Background: an optimization exercise with open tools, aiming at small area, a short achievable clock period and few clock cycles per item. Do not read the settings as production practice.
Function was checked by simulation only, so behaviour that the tests miss may differ from the original.
Power is estimated from default activity; no workload was simulated.

==> inputs of try-yarrow <==
## int8_zero_point_matvec_core
module int8_zero_point_matvec_core #(
  parameter int MAX_COLUMNS = zpmv_pkg::MAX_COLUMNS_DEF,
  parameter int MAX_ROWS    = zpmv_pkg::MAX_ROWS_DEF
) (
  input  logic                            clk,
  input  logic                            rst,
  input  logic                            in_valid,
  output logic                            in_ready,
  input  logic                            in_mode,
  input  logic signed [7:0]               in_value,
  input  logic [7:0]                      in_vector_index,
  output logic                            out_valid,
  input  logic                            out_ready,
  output logic signed [15:0]              out_row_sum,
  output logic [7:0]                      out_row_number,
  output logic                            out_last_row,
  input  logic                            psel,
  input  logic                            penable,
  input  logic                            pwrite,
  input  logic [zpmv_pkg::CFG_ADDR_W-1:0] paddr,
  input  logic [zpmv_pkg::CFG_DATA_W-1:0] pwdata,
  output logic [zpmv_pkg::CFG_DATA_W-1:0] prdata,
  output logic                            pready
);
export LEC_CHECK = 0
export ABC_CLOCK_PERIOD_IN_PS = 2500
export CAP_MARGIN = 20
export CORE_MARGIN = 2
export CORE_UTILIZATION = 55
export CTS_CLUSTER_DIAMETER = 80
export CTS_CLUSTER_SIZE = 24
export SETUP_SLACK_MARGIN = 2.2
export SLEW_MARGIN = 20
create_clock -name core_clock -period 4.6 [get_ports {clk}]
run.sh (not shown) runs the stock make flow with config.mk's settings and CLKGATE_MAP_FILE= SYNTH_SCRIPT=/design/flow/synth_recipe.tcl, a recipe that flattens the netlist after the stock synthesis.
==> try-zinc: changes against try-yarrow <==
--- a/flow/design.v
+++ b/flow/design.v
@@ -66,12 +66,12 @@
   input  logic [7:0]  in_vector_index,
   input  logic        res_taken,           
   input  logic [7:0]  zero_point,          
   input  logic [7:0]  cm1_d,
   input  logic [7:0]  rm1_d,
-  output logic [15:0] mem_we_hi_n,
-  output logic [15:0] mem_we_lo_n,
+  output logic [15:0] mem_we_hi,
+  output logic [15:0] mem_we_lo,
   output logic [7:0]  mem_wdata,
   output logic [15:0] mem_rd_hi,
   output logic [15:0] mem_rd_lo,
   output logic        s1_valid,
   output logic [7:0]  s1_weight,
@@ -97,21 +97,21 @@
   assign take_w = take && in_mode;
   always_ff @(posedge clk) begin
     s0_value  <= in_value;
     mem_wdata <= in_value - zero_point;
     for (int i = 0; i < 16; i++) begin
-      mem_we_lo_n[i] <= in_vector_index[3:0] != 4'(i);
+      mem_we_lo[i] <= in_vector_index[3:0] == 4'(i);
     end
   end
   always_ff @(posedge clk) begin
     if (rst) begin
       s0_weight <= 1'b0;
-      mem_we_hi_n <= '1;
+      mem_we_hi <= '0;
     end else begin
       s0_weight <= take_w;
       for (int i = 0; i < 16; i++) begin
-        mem_we_hi_n[i] <= !(take && !in_mode && in_vector_index[7:4] == 4'(i));
+        mem_we_hi[i] <= take && !in_mode && in_vector_index[7:4] == 4'(i);
       end
     end
   end
   assign refund = s0_weight && !col_end;
   always_comb begin
@@ -168,23 +168,23 @@
     s1_last   <= row_end;
   end
 endmodule
 module zpmv_vec_mem (
   input  logic        clk,
-  input  logic [15:0] we_hi_n,    
-  input  logic [15:0] we_lo_n,    
+  input  logic [15:0] we_hi,      
+  input  logic [15:0] we_lo,      
   input  logic [7:0]  wdata,
   input  logic [15:0] rd_hi,      
   input  logic [15:0] rd_lo,      
   output logic [7:0]  rdata
 );
   logic [255:0][7:0] mem;
   logic [15:0][7:0]  grp;
   always_ff @(posedge clk) begin
     for (int h = 0; h < 16; h++) begin
       for (int l = 0; l < 16; l++) begin
-        if (!(we_hi_n[h] || we_lo_n[l])) begin
+        if (we_hi[h] && we_lo[l]) begin
           mem[h*16+l] <= wdata;
         end
       end
     end
   end
@@ -866,12 +866,12 @@
 );
   logic [7:0]  zero_point;
   logic [7:0]  cm1_d;
   logic [7:0]  rm1_d;
   logic        res_taken;
-  logic [15:0] mem_we_hi_n;
-  logic [15:0] mem_we_lo_n;
+  logic [15:0] mem_we_hi;
+  logic [15:0] mem_we_lo;
   logic [7:0]  mem_wdata;
   logic [15:0] mem_rd_hi;
   logic [15:0] mem_rd_lo;
   logic [7:0]  mem_rdata;
   logic        s1_valid;
@@ -904,12 +904,12 @@
     .in_vector_index (in_vector_index),
     .res_taken       (res_taken),
     .zero_point      (zero_point),
     .cm1_d           (cm1_d),
     .rm1_d           (rm1_d),
-    .mem_we_hi_n     (mem_we_hi_n),
-    .mem_we_lo_n     (mem_we_lo_n),
+    .mem_we_hi       (mem_we_hi),
+    .mem_we_lo       (mem_we_lo),
     .mem_wdata       (mem_wdata),
     .mem_rd_hi       (mem_rd_hi),
     .mem_rd_lo       (mem_rd_lo),
     .s1_valid        (s1_valid),
     .s1_weight       (s1_weight),
@@ -917,12 +917,12 @@
     .s1_row          (s1_row),
     .s1_last         (s1_last)
   );
   zpmv_vec_mem u_mem (
     .clk   (clk),
-    .we_hi_n (mem_we_hi_n),
-    .we_lo_n (mem_we_lo_n),
+    .we_hi (mem_we_hi),
+    .we_lo (mem_we_lo),
     .wdata (mem_wdata),
     .rd_hi (mem_rd_hi),
     .rd_lo (mem_rd_lo),
     .rdata (mem_rdata)
   );
--- a/flow/config.mk
+++ b/flow/config.mk
@@ -6,10 +6,10 @@
 export NUM_CORES = 4
 export LEC_CHECK = 0
 export ABC_CLOCK_PERIOD_IN_PS = 2500
 export CAP_MARGIN = 20
 export CORE_MARGIN = 2
-export CORE_UTILIZATION = 55
+export CORE_UTILIZATION = 40
 export CTS_CLUSTER_DIAMETER = 80
 export CTS_CLUSTER_SIZE = 24
 export SETUP_SLACK_MARGIN = 2.2
 export SLEW_MARGIN = 20
==> qor summary <==
Slew Limit Headroom: try-zinc 17.4%; try-yarrow 16.4%
Run status: try-zinc finished clean; try-yarrow finished clean
Source of the critical timing path: try-zinc u_seq.col_lo[2]; try-yarrow u_seq.col_lo[1]
Total number of vias: try-zinc 51,200; try-yarrow 52,500
Invs w/o clock: try-zinc 80; try-yarrow 81
Largest net degree at the start of global routing: try-zinc 219; try-yarrow 161
Weighted congestion at the end of routability-driven global placement: try-zinc 0.846; try-yarrow 0.863
Width of the die: try-zinc 475 um; try-yarrow 405 um
Arrival time reported for the critical path endpoint: try-zinc 3.53 ns; try-yarrow 3.28 ns
Initial antenna violation count: try-zinc 21; try-yarrow 16
Seq/Total Area, Yosys: try-zinc 77.8%; try-yarrow 78.3%
Hold path start: try-zinc u_mac.a_q_0_0; try-yarrow u_seq.s1_last
Worst reg-to-reg path cell count: try-zinc 9; try-yarrow 7
Final clock skew: try-zinc 0.0872 ns; try-yarrow 0.0558 ns
Wire length on met1: try-zinc 108,000 um; try-yarrow 107,000 um
Final Util: try-zinc 45.3%; try-yarrow 62.1%
Testbench counts of try-yarrow, summed over its fixed seeds: cycles 126,983, items 126,647.
Testbench counts of try-zinc, summed over its fixed seeds: cycles 126,983, items 126,647.


==> run Y: inputs <==
int8_zero_point_matvec_core, a different RTL version from the one above (not shown whole).
// int8_zero_point_matvec_core
module int8_zero_point_matvec_core #(
  parameter int MAX_COLUMNS = zpmv_pkg::MAX_COLUMNS_DEF,
  parameter int MAX_ROWS    = zpmv_pkg::MAX_ROWS_DEF
) (
  input  logic                            clk,
  input  logic                            rst,
  input  logic                            in_valid,
  output logic                            in_ready,
  input  logic                            in_mode,
  input  logic signed [7:0]               in_value,
  input  logic [7:0]                      in_vector_index,
  output logic                            out_valid,
  input  logic                            out_ready,
  output logic signed [15:0]              out_row_sum,
  output logic [7:0]                      out_row_number,
  output logic                            out_last_row,
  input  logic                            psel,
  input  logic                            penable,
  input  logic                            pwrite,
  input  logic [zpmv_pkg::CFG_ADDR_W-1:0] paddr,
  input  logic [zpmv_pkg::CFG_DATA_W-1:0] pwdata,
  output logic [zpmv_pkg::CFG_DATA_W-1:0] prdata,
  output logic                            pready
);
Settings: LEC_CHECK=0, ABC_CLOCK_PERIOD_IN_PS=2500, CAP_MARGIN=20, CORE_MARGIN=2, CORE_UTILIZATION=55, CTS_CLUSTER_DIAMETER=80, CTS_CLUSTER_SIZE=24, PLACE_DENSITY=0.75, SETUP_SLACK_MARGIN=2.2, SLEW_MARGIN=20; clock period 4.6 ns.
==> inputs of run F, as changes to run Y <==
--- a/flow/design.v
+++ b/flow/design.v
@@ -68,29 +68,29 @@
   input  logic [7:0]  zero_point,          
   input  logic [7:0]  cm1_d,
   input  logic [7:0]  rm1_d,
   output logic [15:0] mem_we_hi_n,
   output logic [15:0] mem_we_lo_n,
   output logic [7:0]  mem_wdata,
   output logic [15:0] mem_rd_hi,
-  output logic [15:0] mem_rd_lo_n,
+  output logic [15:0] mem_rd_lo,
   output logic        s1_valid,
   output logic [7:0]  s1_weight,
   output logic        s1_end,
   output logic [7:0]  s1_row,
   output logic        s1_last
 );
   localparam int CR_W = $clog2(zpmv_pkg::RES_SLOTS + 1);
   logic            take;
   logic            s0_weight;
   logic [7:0]      s0_value;
   logic [7:0]      col_pos;
   logic [7:0]      row_pos;
   logic [15:0]     col_hi;
-  logic [15:0]     col_lo_n;
+  logic [15:0]     col_lo;
   logic            col_end;
   logic            row_end;
   logic            take_w;
   logic            refund;
   logic [CR_W-1:0] credits;
   logic [CR_W-1:0] credits_nx;
   assign take   = in_valid && in_ready;
@@ -130,34 +130,34 @@
     end
   end
   assign col_end = col_pos >= cm1_d;
   assign row_end = row_pos >= rm1_d;
   always_ff @(posedge clk) begin
     if (rst) begin
       col_pos <= '0;
-      col_hi   <= 16'd1;
-      col_lo_n <= ~16'd1;
+      col_hi  <= 16'd1;
+      col_lo  <= 16'd1;
       row_pos <= '0;
     end else if (s0_weight) begin
       if (!col_end) begin
         col_pos <= col_pos + 8'd1;
-        col_lo_n <= {col_lo_n[14:0], col_lo_n[15]};
-        if (!col_lo_n[15]) begin
+        col_lo  <= {col_lo[14:0], col_lo[15]};
+        if (col_lo[15]) begin
           col_hi <= {col_hi[14:0], col_hi[15]};
         end
       end else begin
         col_pos <= '0;
-        col_hi   <= 16'd1;
-        col_lo_n <= ~16'd1;
+        col_hi  <= 16'd1;
+        col_lo  <= 16'd1;
         row_pos <= row_end ? 8'd0 : row_pos + 8'd1;
       end
     end
   end
   assign mem_rd_hi = col_hi;
-  assign mem_rd_lo_n = col_lo_n;
+  assign mem_rd_lo = col_lo;
   always_ff @(posedge clk) begin
     if (rst) begin
       s1_valid <= 1'b0;
     end else begin
       s1_valid <= s0_weight;
     end
   end
@@ -170,15 +170,15 @@
 endmodule
 module zpmv_vec_mem (
   input  logic        clk,
   input  logic [15:0] we_hi_n,    
   input  logic [15:0] we_lo_n,    
   input  logic [7:0]  wdata,
   input  logic [15:0] rd_hi,      
-  input  logic [15:0] rd_lo_n,    
+  input  logic [15:0] rd_lo,      
   output logic [7:0]  rdata_lo,   
   output logic [7:0]  rdata_hi    
 );
   logic [255:0][7:0] mem;
   logic [15:0][7:0]  grp;
   always_ff @(posedge clk) begin
     for (int h = 0; h < 16; h++) begin
@@ -187,17 +187,17 @@
           mem[h*16+l] <= wdata;
         end
       end
     end
   end
   always_comb begin
     for (int h = 0; h < 16; h++) begin
-      grp[h] = '1;
+      grp[h] = '0;
       for (int l = 0; l < 16; l++) begin
-        grp[h] = grp[h] & ({8{rd_lo_n[l]}} | mem[h*16+l]);
+        grp[h] = grp[h] | ({8{rd_lo[l]}} & mem[h*16+l]);
       end
     end
     rdata_lo = '0;
     rdata_hi = '0;
     for (int h = 0; h < 8; h++) begin
       rdata_lo = rdata_lo | ({8{rd_hi[h]}} & grp[h]);
       rdata_hi = rdata_hi | ({8{rd_hi[h+8]}} & grp[h+8]);
@@ -891,15 +891,15 @@
   logic [7:0]  cm1_d;
   logic [7:0]  rm1_d;
   logic        res_taken;
   logic [15:0] mem_we_hi_n;
   logic [15:0] mem_we_lo_n;
   logic [7:0]  mem_wdata;
   logic [15:0] mem_rd_hi;
-  logic [15:0] mem_rd_lo_n;
+  logic [15:0] mem_rd_lo;
   logic [7:0]  mem_rdata_lo;
   logic [7:0]  mem_rdata_hi;
   logic        s1_valid;
   logic [7:0]  s1_weight;
   logic        s1_end;
   logic [7:0]  s1_row;
   logic        s1_last;
@@ -932,28 +932,28 @@
     .zero_point      (zero_point),
     .cm1_d           (cm1_d),
     .rm1_d           (rm1_d),
     .mem_we_hi_n     (mem_we_hi_n),
     .mem_we_lo_n     (mem_we_lo_n),
     .mem_wdata       (mem_wdata),
     .mem_rd_hi       (mem_rd_hi),
-    .mem_rd_lo_n     (mem_rd_lo_n),
+    .mem_rd_lo       (mem_rd_lo),
     .s1_valid        (s1_valid),
     .s1_weight       (s1_weight),
     .s1_end          (s1_end),
     .s1_row          (s1_row),
     .s1_last         (s1_last)
   );
   zpmv_vec_mem u_mem (
     .clk   (clk),
     .we_hi_n (mem_we_hi_n),
     .we_lo_n (mem_we_lo_n),
     .wdata (mem_wdata),
     .rd_hi (mem_rd_hi),
-    .rd_lo_n (mem_rd_lo_n),
+    .rd_lo (mem_rd_lo),
     .rdata_lo (mem_rdata_lo),
     .rdata_hi (mem_rdata_hi)
   );
   always_ff @(posedge clk) begin
     s1_rdata_lo <= mem_rdata_lo;
     s1_rdata_hi <= mem_rdata_hi;
     s1_rsel     <= |mem_rd_hi[15:8];
- SETUP_SLACK_MARGIN: 2.2 -> 2.3
==> inputs of run K, as changes to run Y <==
- SETUP_SLACK_MARGIN: 2.2 -> 2.05
==> impl_metrics.py <==
metrics = {
    "global_route": {
        "grt_start_max_net_pins": 194,
    },
    "layout": {
        "layout.non_clock_inverters": 122,
        "regArea_um2": 69600,
    },
    "pwr": {
        "p_total_mw": 37.2,
    },
    "critical_path": {
        "critPathKind": "primary input to output port",
        "cp_data_required_time_ns": 3.68,
    },
    "run_status": {
        "status": "complete, no violations",
    },
}
(the above is from run Y)
==> impl_metrics.py <==
metrics = {
    "run_status": {
        "status": "complete, no violations",
    },
    "critical_path": {
        "critPathKind": "primary input to output port",
        "cp_data_required_time_ns": 3.68,
    },
    "global_route": {
        "grt_start_max_net_pins": 183,
    },
    "layout": {
        "nNonClkBuffers": 282,
        "layout.non_clock_inverters": 127,
        "regArea_um2": 69600,
    },
    "pwr": {
        "p_total_mw": 37.5,
    },
}
(the above is from run F)
==> impl_metrics.py <==
metrics = {
    "layout": {
        "layout.non_clock_inverters": 123,
    },
    "critical_path": {
        "critPathKind": "register to register",
        "cp_data_required_time_ns": 5.34,
    },
    "pwr": {
        "p_total_mw": 37.1,
    },
    "run_status": {
        "status": "complete, no violations",
    },
    "global_route": {
        "grt_start_max_net_pins": 199,
    },
}
(the above is from run K)
Testbench counts of run Y, summed over its fixed seeds: cycles 126,983, items 126,647.
Testbench counts of run F, summed over its fixed seeds: cycles 126,983, items 126,647.
Testbench counts of run K, summed over its fixed seeds: cycles 126,983, items 126,647.

separate check: timing with driven ports:
The results above use ideal ports. As a check the final layouts listed here were re-extracted and re-timed, cells and wires unchanged. Step 1, drivers: a clkbuf_16 drives clk and a buf_2 each remaining input, both assumed. Step 2 also shifts input and output timing later by t, the mid clock arrival at the registers, as if the neighbouring blocks saw the same clock. Three values: ideal ports, drivers, drivers and shift; two values: the first two.
| run | t (ns) | slack for setup (ns) | cell pins on the clock port's net |
|---|---|---|---|
| try-yarrow | 0.869 | 1.978 / 1.978 / 1.525 | 1 |
| try-zinc | 0.873 | 1.767 / 1.767 / 1.504 | 1 |
| run Y | 0.868 | 1.949 / 1.896 / 1.555 | 1 |
| run F | 0.840 | 2.051 / 2.012 / 1.663 | 1 |
| run K | 0.877 | 1.890 / 1.864 / 1.471 | 1 |
After both steps every run listed still meets setup and hold. For try-yarrow, which loses most, drivers alone change the setup slack by 0.000 ns; drivers and shift together by -0.453 ns.
